This is an optimization exercise on Yosys and OpenROAD, whose aim is small area, a short achievable clock period and few clock cycles per item, not a production implementation.
The RTL was checked by simulation tests, not by an equivalence proof against the original design.

==> design.v <==
`timescale 1ns/1ps
package apu_pkg;
   localparam int NB_CORES = 4;
   localparam int NB_TYPES = 2;
   localparam int TAG_W    = $clog2(NB_CORES);
   localparam int MULT_LATENCY = 3;
   localparam int DIV_LATENCY  = 34;
   typedef logic [31:0]         word_t;
   typedef logic [TAG_W-1:0]    core_tag_t;
   typedef logic [NB_CORES-1:0] core_mask_t;
   typedef logic [1:0] op_t;
   typedef enum logic [$clog2(NB_TYPES)-1:0] {
      APU_MULT,
      APU_DIV
   } apu_type_e;
   typedef enum logic [1:0] {
      MUL_LO,
      MUL_H,
      MUL_HSU,
      MUL_HU
   } mult_op_e;
   typedef enum logic [1:0] {
      DIV_S,
      DIV_U,
      REM_S,
      REM_U
   } div_op_e;
endpackage
`timescale 1ns/1ps
module int_mult_unit (
   input  logic                         clk_i,
   input  logic                         rst_i,
   input  logic                         en_i,
   input  logic [1:0]                   op_i,
   input  logic [31:0]                  operand_a_i,
   input  logic [31:0]                  operand_b_i,
   input  logic [apu_pkg::TAG_W-1:0]    tag_i,
   output logic                         ready_o,
   output logic                         res_valid_o,
   output logic [apu_pkg::TAG_W-1:0]    res_tag_o,
   output logic [31:0]                  result_o
);
   apu_pkg::mult_op_e           op_in;
   logic               sgn_a;
   logic               sgn_b;
   logic               valid_s1, valid_s2, valid_s3;
   apu_pkg::core_tag_t          tag_s1, tag_s2, tag_s3;
   logic               hi_s1, hi_s2;
   logic signed [32:0] a_s1, b_s1;
   logic [63:0]        prod_s2;
   apu_pkg::word_t              res_s3;
   assign op_in = apu_pkg::mult_op_e'(op_i);
   assign sgn_a = (op_in == apu_pkg::MUL_H) || (op_in == apu_pkg::MUL_HSU);
   assign sgn_b = (op_in == apu_pkg::MUL_H);
   assign ready_o = 1'b1;
   always_ff @(posedge clk_i) begin
      if (rst_i) begin
         valid_s1 <= 1'b0;
         valid_s2 <= 1'b0;
         valid_s3 <= 1'b0;
      end else begin
         valid_s1 <= en_i;
         valid_s2 <= valid_s1;
         valid_s3 <= valid_s2;
      end
   end
   always_ff @(posedge clk_i) begin
      a_s1   <= {sgn_a & operand_a_i[31], operand_a_i};
      b_s1   <= {sgn_b & operand_b_i[31], operand_b_i};
      hi_s1  <= (op_in != apu_pkg::MUL_LO);
      tag_s1 <= tag_i;
      prod_s2 <= 64'(a_s1) * 64'(b_s1);
      hi_s2   <= hi_s1;
      tag_s2  <= tag_s1;
      res_s3 <= hi_s2 ? prod_s2[63:32] : prod_s2[31:0];
      tag_s3 <= tag_s2;
   end
   assign res_valid_o = valid_s3;
   assign res_tag_o   = tag_s3;
   assign result_o    = res_s3;
endmodule
`timescale 1ns/1ps
module int_div_unit (
   input  logic                         clk_i,
   input  logic                         rst_i,
   input  logic                         en_i,
   input  logic [1:0]                   op_i,
   input  logic [31:0]                  operand_a_i,
   input  logic [31:0]                  operand_b_i,
   input  logic [apu_pkg::TAG_W-1:0]    tag_i,
   output logic                         ready_o,
   output logic                         res_valid_o,
   output logic [apu_pkg::TAG_W-1:0]    res_tag_o,
   output logic [31:0]                  result_o
);
   typedef enum logic [1:0] {
      IDLE,
      CALC,
      DONE
   } div_state_e;
   div_state_e  state_q;
   logic [4:0]  cnt_q;
   logic        res_valid_q;
   apu_pkg::word_t       quo_q;
   apu_pkg::word_t       rem_q;
   apu_pkg::word_t       dvs_q;
   logic        is_rem_q;
   logic        neg_q_q;
   logic        neg_r_q;
   apu_pkg::core_tag_t   tag_q;
   apu_pkg::word_t       result_q;
   apu_pkg::core_tag_t   res_tag_q;
   apu_pkg::div_op_e     op_in;
   logic        sgn_in;
   logic        sign_a;
   logic        sign_b;
   apu_pkg::word_t       mag_a;
   apu_pkg::word_t       mag_b;
   logic [32:0] rem_sh;
   logic [32:0] diff;
   apu_pkg::word_t       quo_fin;
   apu_pkg::word_t       rem_fin;
   assign op_in  = apu_pkg::div_op_e'(op_i);
   assign sgn_in = (op_in == apu_pkg::DIV_S) || (op_in == apu_pkg::REM_S);
   assign sign_a = sgn_in & operand_a_i[31];
   assign sign_b = sgn_in & operand_b_i[31];
   assign mag_a  = sign_a ? -operand_a_i : operand_a_i;
   assign mag_b  = sign_b ? -operand_b_i : operand_b_i;
   assign rem_sh = {rem_q, quo_q[31]};
   assign diff   = rem_sh - {1'b0, dvs_q};
   assign quo_fin = neg_q_q ? -quo_q : quo_q;
   assign rem_fin = neg_r_q ? -rem_q : rem_q;
   always_ff @(posedge clk_i) begin
      if (rst_i) begin
         state_q     <= IDLE;
         cnt_q       <= '0;
         res_valid_q <= 1'b0;
      end else begin
         res_valid_q <= 1'b0;
         case (state_q)
            IDLE: begin
               if (en_i) begin
                  state_q <= CALC;
                  cnt_q   <= '0;
               end
            end
            CALC: begin
               cnt_q <= cnt_q + 1'b1;
               if (cnt_q == 5'(apu_pkg::DIV_LATENCY - 3)) begin
                  state_q <= DONE;
               end
            end
            DONE: begin
               res_valid_q <= 1'b1;
               state_q     <= IDLE;
            end
            default: state_q <= IDLE;
         endcase
      end
   end
   always_ff @(posedge clk_i) begin
      case (state_q)
         IDLE: begin
            if (en_i) begin
               quo_q    <= mag_a;
               rem_q    <= '0;
               dvs_q    <= mag_b;
               is_rem_q <= (op_in == apu_pkg::REM_S) || (op_in == apu_pkg::REM_U);
               neg_q_q  <= (sign_a ^ sign_b) && (|operand_b_i);
               neg_r_q  <= sign_a;
               tag_q    <= tag_i;
            end
         end
         CALC: begin
            if (!diff[32]) begin
               rem_q <= diff[31:0];
               quo_q <= {quo_q[30:0], 1'b1};
            end else begin
               rem_q <= rem_sh[31:0];
               quo_q <= {quo_q[30:0], 1'b0};
            end
         end
         DONE: begin
            result_q  <= is_rem_q ? rem_fin : quo_fin;
            res_tag_q <= tag_q;
         end
         default: ;
      endcase
   end
   assign ready_o     = (state_q == IDLE);
   assign res_valid_o = res_valid_q;
   assign res_tag_o   = res_tag_q;
   assign result_o    = result_q;
endmodule
`timescale 1ns/1ps
module apu_arbiter (
   input  logic                                  clk_i,
   input  logic                                  rst_i,
   input  logic [apu_pkg::NB_CORES-1:0]          core_req_i,
   input  logic [apu_pkg::NB_CORES*2-1:0]        core_op_i,
   input  logic [apu_pkg::NB_CORES*32-1:0]       core_operand_a_i,
   input  logic [apu_pkg::NB_CORES*32-1:0]       core_operand_b_i,
   output logic [apu_pkg::NB_CORES-1:0]          core_ack_o,
   output logic [apu_pkg::NB_CORES-1:0]          core_valid_o,
   output logic [apu_pkg::NB_CORES*32-1:0]       core_result_o,
   output logic                                  unit_en_o,
   output logic [1:0]                            unit_op_o,
   output logic [31:0]                           unit_operand_a_o,
   output logic [31:0]                           unit_operand_b_o,
   output logic [apu_pkg::TAG_W-1:0]             unit_tag_o,
   input  logic                                  unit_ready_i,
   input  logic                                  unit_res_valid_i,
   input  logic [apu_pkg::TAG_W-1:0]             unit_res_tag_i,
   input  logic [31:0]                           unit_result_i
);
   apu_pkg::core_tag_t ptr_q;
   apu_pkg::core_tag_t gnt_idx;
   logic      found;
   always_comb begin
      apu_pkg::core_tag_t idx;
      found   = 1'b0;
      gnt_idx = ptr_q;
      for (int k = 0; k < apu_pkg::NB_CORES; k++) begin
         idx = apu_pkg::core_tag_t'(ptr_q + k);
         if (!found && core_req_i[idx]) begin
            found   = 1'b1;
            gnt_idx = idx;
         end
      end
   end
   always_ff @(posedge clk_i) begin
      if (rst_i) begin
         ptr_q <= '0;
      end else if (unit_en_o) begin
         ptr_q <= apu_pkg::core_tag_t'(gnt_idx + 1'b1);
      end
   end
   assign unit_en_o        = unit_ready_i & found;
   assign unit_tag_o       = gnt_idx;
   assign unit_op_o        = core_op_i[gnt_idx*2 +: 2];
   assign unit_operand_a_o = core_operand_a_i[gnt_idx*32 +: 32];
   assign unit_operand_b_o = core_operand_b_i[gnt_idx*32 +: 32];
   assign core_ack_o = unit_en_o ? (apu_pkg::core_mask_t'(1) << gnt_idx) : '0;
   assign core_valid_o = unit_res_valid_i ? (apu_pkg::core_mask_t'(1) << unit_res_tag_i) : '0;
   always_comb begin
      for (int i = 0; i < apu_pkg::NB_CORES; i++) begin
         if (core_valid_o[i]) begin
            core_result_o[i*32 +: 32] = unit_result_i;
         end else begin
            core_result_o[i*32 +: 32] = '0;
         end
      end
   end
endmodule
`timescale 1ns/1ps
module apu_splitter (
   input  logic [apu_pkg::NB_CORES-1:0]          req_i,
   input  logic [apu_pkg::NB_CORES-1:0]          type_i,
   output logic [apu_pkg::NB_CORES-1:0]          ack_o,
   output logic [apu_pkg::NB_CORES-1:0]          valid_o,
   output logic [apu_pkg::NB_CORES*32-1:0]       result_o,
   output logic [apu_pkg::NB_CORES-1:0]          mult_req_o,
   input  logic [apu_pkg::NB_CORES-1:0]          mult_ack_i,
   input  logic [apu_pkg::NB_CORES-1:0]          mult_valid_i,
   input  logic [apu_pkg::NB_CORES*32-1:0]       mult_result_i,
   output logic [apu_pkg::NB_CORES-1:0]          div_req_o,
   input  logic [apu_pkg::NB_CORES-1:0]          div_ack_i,
   input  logic [apu_pkg::NB_CORES-1:0]          div_valid_i,
   input  logic [apu_pkg::NB_CORES*32-1:0]       div_result_i
);
   always_comb begin
      for (int i = 0; i < apu_pkg::NB_CORES; i++) begin
         mult_req_o[i] = req_i[i] && (type_i[i] == apu_pkg::APU_MULT);
         div_req_o[i]  = req_i[i] && (type_i[i] == apu_pkg::APU_DIV);
      end
   end
   assign ack_o   = mult_ack_i | div_ack_i;
   assign valid_o = mult_valid_i | div_valid_i;
   always_comb begin
      for (int i = 0; i < apu_pkg::NB_CORES; i++) begin
         if (mult_valid_i[i]) begin
            result_o[i*32 +: 32] = mult_result_i[i*32 +: 32];
         end else begin
            result_o[i*32 +: 32] = div_result_i[i*32 +: 32];
         end
      end
   end
endmodule
`timescale 1ns/1ps
module apu_cluster (
   input  logic         clk_i,
   input  logic         rst_i,
   input  logic [3:0]   req_i,
   input  logic [3:0]   type_i,
   input  logic [7:0]   op_i,
   input  logic [127:0] operand_a_i,
   input  logic [127:0] operand_b_i,
   output logic [3:0]   ack_o,
   output logic [3:0]   valid_o,
   output logic [127:0] result_o
);
   logic [apu_pkg::NB_CORES-1:0]    mult_req, mult_ack, mult_valid;
   logic [apu_pkg::NB_CORES*32-1:0] mult_result;
   logic [apu_pkg::NB_CORES-1:0]    div_req, div_ack, div_valid;
   logic [apu_pkg::NB_CORES*32-1:0] div_result;
   logic                   mult_en, mult_ready, mult_res_valid;
   logic [1:0]             mult_op;
   apu_pkg::word_t                  mult_a, mult_b, mult_res;
   apu_pkg::core_tag_t              mult_tag, mult_res_tag;
   logic                   div_en, div_ready, div_res_valid;
   logic [1:0]             div_op;
   apu_pkg::word_t                  div_a, div_b, div_res;
   apu_pkg::core_tag_t              div_tag, div_res_tag;
   apu_splitter apu_splitter_i (
      .req_i         (req_i),
      .type_i        (type_i),
      .ack_o         (ack_o),
      .valid_o       (valid_o),
      .result_o      (result_o),
      .mult_req_o    (mult_req),
      .mult_ack_i    (mult_ack),
      .mult_valid_i  (mult_valid),
      .mult_result_i (mult_result),
      .div_req_o     (div_req),
      .div_ack_i     (div_ack),
      .div_valid_i   (div_valid),
      .div_result_i  (div_result)
   );
   apu_arbiter mult_arbiter_i (
      .clk_i            (clk_i),
      .rst_i            (rst_i),
      .core_req_i       (mult_req),
      .core_op_i        (op_i),
      .core_operand_a_i (operand_a_i),
      .core_operand_b_i (operand_b_i),
      .core_ack_o       (mult_ack),
      .core_valid_o     (mult_valid),
      .core_result_o    (mult_result),
      .unit_en_o        (mult_en),
      .unit_op_o        (mult_op),
      .unit_operand_a_o (mult_a),
      .unit_operand_b_o (mult_b),
      .unit_tag_o       (mult_tag),
      .unit_ready_i     (mult_ready),
      .unit_res_valid_i (mult_res_valid),
      .unit_res_tag_i   (mult_res_tag),
      .unit_result_i    (mult_res)
   );
   int_mult_unit int_mult_unit_i (
      .clk_i       (clk_i),
      .rst_i       (rst_i),
      .en_i        (mult_en),
      .op_i        (mult_op),
      .operand_a_i (mult_a),
      .operand_b_i (mult_b),
      .tag_i       (mult_tag),
      .ready_o     (mult_ready),
      .res_valid_o (mult_res_valid),
      .res_tag_o   (mult_res_tag),
      .result_o    (mult_res)
   );
   apu_arbiter div_arbiter_i (
      .clk_i            (clk_i),
      .rst_i            (rst_i),
      .core_req_i       (div_req),
      .core_op_i        (op_i),
      .core_operand_a_i (operand_a_i),
      .core_operand_b_i (operand_b_i),
      .core_ack_o       (div_ack),
      .core_valid_o     (div_valid),
      .core_result_o    (div_result),
      .unit_en_o        (div_en),
      .unit_op_o        (div_op),
      .unit_operand_a_o (div_a),
      .unit_operand_b_o (div_b),
      .unit_tag_o       (div_tag),
      .unit_ready_i     (div_ready),
      .unit_res_valid_i (div_res_valid),
      .unit_res_tag_i   (div_res_tag),
      .unit_result_i    (div_res)
   );
   int_div_unit int_div_unit_i (
      .clk_i       (clk_i),
      .rst_i       (rst_i),
      .en_i        (div_en),
      .op_i        (div_op),
      .operand_a_i (div_a),
      .operand_b_i (div_b),
      .tag_i       (div_tag),
      .ready_o     (div_ready),
      .res_valid_o (div_res_valid),
      .res_tag_o   (div_res_tag),
      .result_o    (div_res)
   );
endmodule
==> run.sh <==
#!/bin/bash
# synth_recipe.tcl (not shown) runs the flow's synth.tcl, then flattens the netlist and writes it again
# the make line also repeats each setting of config.mk as NAME=value (left out here)
make -C /OpenROAD-flow-scripts/flow DESIGN_CONFIG=/design/flow/config.mk WORK_HOME=/design/flow/orfs CLKGATE_MAP_FILE= SYNTH_SCRIPT=/design/flow/synth_recipe.tcl finish
==> config.mk <==
export PLATFORM = sky130hd
export DESIGN_NAME = apu_cluster
export DESIGN_NICKNAME = apu_cluster
export VERILOG_FILES = /design/flow/design.v
export SDC_FILE = /design/flow/constraint.sdc
export NUM_CORES = 4
export LEC_CHECK = 0
export CAP_MARGIN = 20
export CORE_MARGIN = 2
export CORE_UTILIZATION = 40
export PLACE_DENSITY = 0.6
export SLEW_MARGIN = 20
==> constraint.sdc <==
create_clock -name core_clock -period 9.0 [get_ports {clk_i}]
set_input_delay 1.8000 -clock core_clock [delete_from_list [all_inputs] [get_ports {clk_i}]]
set_output_delay 1.8000 -clock core_clock [all_outputs]
set_load 0.01 [all_outputs]
==> results.cfg <==
[worst_hold_path]
hold_start = int_mult_unit_i.tag_s2[0]
min_path_cells = 0
hp-class = reg -> reg
min_to = int_mult_unit_i.tag_s3[0]

[synth]
ys_warn_count = 4
synth.avg_cell_area_um2 = 9.203
syn-num-nets = 7954
async_reset_ff_frac = 0
synthFlopType = dfxtp_1
synth_cell_types = 83
synth_edf_count = 135
yosysSeqAreaShare = 0.1339
synth_area_um2 = 57930
ys_ff_latch = 320
synth_cells = 6294

[route]
route.detailed.drc = 0
vias = 45070
via_per_inst = 5.313
drt_wl_total_mm = 197.4
wl_per_cell_um = 23.27
first_iter_violations = 3499
firstDrtPassIters = 6
ant_nets = 0

[global_routing]
grtUsageTotal = 0.2706
overflow = 0
antenna_found_initial = 23
grt_max_degree = 116
grt_pass1_wl_mm = 299.7
grt_pass1_vias = 47800

[sta]
rsz0062_at_grt = no
tns_ns = 0
fin_crit_ns = 8.410
setup_viol = 0
fmax_ghz = 0.1189
slew_violations = 0
fin_skew_ns = 0.02772
worstMarginPinSlew_ns = 1.113
slew_headroom = 0.2369
setup_ws_ns = 0.5901
hold_violations = 0
fin_crit_sh = 0.9344

[die]
io_pins = 410
die_x_um = 384.5
core_region_area_um2 = 143700
dieArea_um2 = 147900
start_util = 0.4032
fp.dieH_um = 384.5
rows = 139

[setup_path]
reg2regPathDepth = 27
end_kind = flop
crit_arrival_ns = 8.87
worstSetupPathType = reg -> reg
cp_max_fo = 19
r2r_end = int_mult_unit_i.prod_s2[62]
start_kind = flop
cp.required_ns = 9.46
r2r_setup_slack_ns = 0.59
r2r-start = int_mult_unit_i.b_s1[4]

[clock_network]
cts.hold.buffers_added = 0
clockBufferDepth = 3
clk-insertion-delay-late_ns = 0.59
clkSinkCount = 320
numCtsBuffers = 40
cts_tree = yes
post_cts_buffers = 0
clk_pin_slew_ns = 0.06
clockRootBuffer = clkbuf_16
h-tree-depth = 2
cts-resized-gates = 0

[finish]
drive_gt1_frac = 0.04598
area_delta_synth_final_pct = 13.38
utilization = 0.4572
mostFrequentLayoutCell = inv_1
final_cell_mix = 1156 x inv_1, 1126 x fa_1, 928 x nand2_1, 556 x and2_1, 409 x clkdlybuf4s50_1
nets = 8198

[placed_design]
routabilityCongestion = 0.9432
pre_cts_slack_ns = 0.7112
dp_hpwl_mm = 163.7
io_buffers = 409

[flow_run]
cap_violations = 0

[outcome]
outcome = finished clean
-- final cells by class --
class                   instances  area (um2)
inverters                    1159        4353
clock inverters                22       216.5
clock buffers                  50        1144
well taps                    1903        2381
diodes                         12       30.03
repair buffers                553        5304
flip-flops and latches        320        7760
multi-input cells            4464       44490
fillers                     13950       77980
-- cell families after synthesis --
family                     Yosys count  synth area share
xor gates and xnor gates           216           0.03266
muxes                              242           0.04253
and+or+nand+nor                   1933            0.1644
AOI/OAI and AO/OA                  687           0.08163
DFF                                320            0.1339
adders and majority gates         1386            0.4453
buffers and inverters             1510           0.09960
-- cells in the mapped netlist, drive strengths merged, types with 4 or more instances --
master / number / share of area
inv: 1159 / 0.075
fa: 1126 / 0.39
nand2: 929 / 0.060
and2: 556 / 0.060
clkbuf: 310 / 0.020
ha: 260 / 0.056
mux2i: 209 / 0.036
dfxtp: 185 / 0.064
nor2: 136 / 0.0088
edfxtp: 135 / 0.070
a22o: 133 / 0.020
a21oi: 132 / 0.011
o21ai: 130 / 0.011
xnor2: 117 / 0.018
xor2: 99 / 0.015
and3: 84 / 0.0091
a31oi: 83 / 0.0090
a21o: 47 / 0.0061
nor2b: 45 / 0.0049
buf: 41 / 0.0044
o31ai: 37 / 0.0049
nand2b: 34 / 0.0038
mux2: 33 / 0.0064
nand3: 31 / 0.0027
nor3: 25 / 0.0022
or3: 23 / 0.0028
a211oi: 22 / 0.0029
nand4: 18 / 0.0021
o41ai: 18 / 0.0040
nor4: 16 / 0.0027
o21a: 13 / 0.0017
or4: 11 / 0.0016
o21bai: 10 / 0.0013
o211ai: 8 / 0.0010
o22ai: 7 / 0.00076
nand3b: 6 / 0.00078
nor3b: 6 / 0.00078
o31a: 5 / 0.00076
or2: 5 / 0.00054
a31o: 4 / 0.00060
o2111ai: 4 / 0.00060
-- per-stage QoR --
step	instances	area [um2]	hold slack, ns
after floorplan	6294	57930	0.3096
after global placement	8398	64260	0.3104
after CTS	8471	65640	0.3260
after detailed placement	8399	64280	0.3121
after global routing	8474	65660	0.3269
final	8483	65680	0.3263
-- sequential cells by signal (all words and copies together), names as in the netlist, 2 cells and up --
name,cells
int_div_unit_i.rem_q,32
int_mult_unit_i.tag_s3,2
int_mult_unit_i.prod_s2,64
div_arbiter_i.ptr_q,2
int_div_unit_i.result_q,32
int_mult_unit_i.b_s1,33
int_mult_unit_i.tag_s1,2
mult_arbiter_i.ptr_q,2
int_mult_unit_i.res_s3,32
int_div_unit_i.res_tag_q,2
int_div_unit_i.cnt_q,5
int_div_unit_i.quo_q,32
int_mult_unit_i.a_s1,33
int_div_unit_i.state_q,2
int_div_unit_i.tag_q,2
int_mult_unit_i.tag_s2,2
int_div_unit_i.dvs_q,32
-- metal layers --
layer / wire length [um] / share of wire / up-vias / track usage
met5: 78 / 0.00040 / - / 0
met4: 9764 / 0.049 / 12 / 0.1075
met3: 13740 / 0.070 / 323 / 0.04486
met2: 93550 / 0.47 / 1626 / 0.4503
met1: 80290 / 0.41 / 23100 / 0.3512
li1: - / - / 20010 / -
-- critical path, cell delays in order, from the launching register on --
cell	delay, ns
dfxtp_1	0.78
buf_4	0.37
nand2_1	0.11
fa_1	0.50
fa_1	0.49
inv_1	0.05
fa_1	0.47
inv_1	0.06
fa_1	0.49
fa_1	0.51
inv_1	0.05
fa_1	0.51
fa_1	0.50
inv_1	0.05
fa_1	0.53
inv_1	0.06
ha_1	0.32
a21o_1	0.18
a21oi_1	0.23
o211ai_1	0.14
a21o_1	0.21
or2_2	0.32
a211oi_1	0.26
buf_4	0.18
o21ai_0	0.18
a21o_1	0.27
a41oi_1	0.24
xnor2_1	0.22
-- how the worst max path moves through the flow --
stage          slack, ns  depth (start not counted)                      from                     endpoint
3_3_place_gp        0.79                         26  int_mult_unit_i.a_s1[16]  int_mult_unit_i.prod_s2[56]
2_1_floorplan       1.23                         24  int_mult_unit_i.a_s1[32]  int_mult_unit_i.prod_s2[61]
3_5_place_dp        0.71                         26  int_mult_unit_i.a_s1[13]  int_mult_unit_i.prod_s2[55]
5_1_grt             0.11                         27  int_mult_unit_i.a_s1[13]  int_mult_unit_i.prod_s2[56]
4_1_cts             0.69                         26  int_mult_unit_i.a_s1[13]  int_mult_unit_i.prod_s2[55]
6_report            0.59                         27   int_mult_unit_i.b_s1[4]  int_mult_unit_i.prod_s2[62]
Testbench counts, summed over its fixed seeds: cycles 53,383, jobs 3,072.

static timing again, ports no longer ideal:
The results above use ideal ports. As a check the final layout listed here was re-extracted and re-timed, cells and wires unchanged.
Step 1: set_driving_cell puts a clkbuf_16 on clk_i and a buf_2 on each other input, an assumption about the parent block.
Step 2, shift: input delay + t, output delay - t, t = (earliest + latest rising clock arrival at the registers) / 2. This alone moves slack from input paths to output paths.
Three values: ideal ports, drivers, drivers and shift; two values: the first two.
shift t [ns]: 0.629
setup WS [ns]: 0.590 / 0.590 / 0.590
hold slack, ns: 0.326 / 0.326 / 0.326
worst setup path at the end: register to register
latest minus earliest clock arrival (ns): 0.028 / 0.027
After both steps setup and hold are still met in this run. The setup slack of this run moves by 0.000 ns with the drivers and by 0.000 ns with both steps.
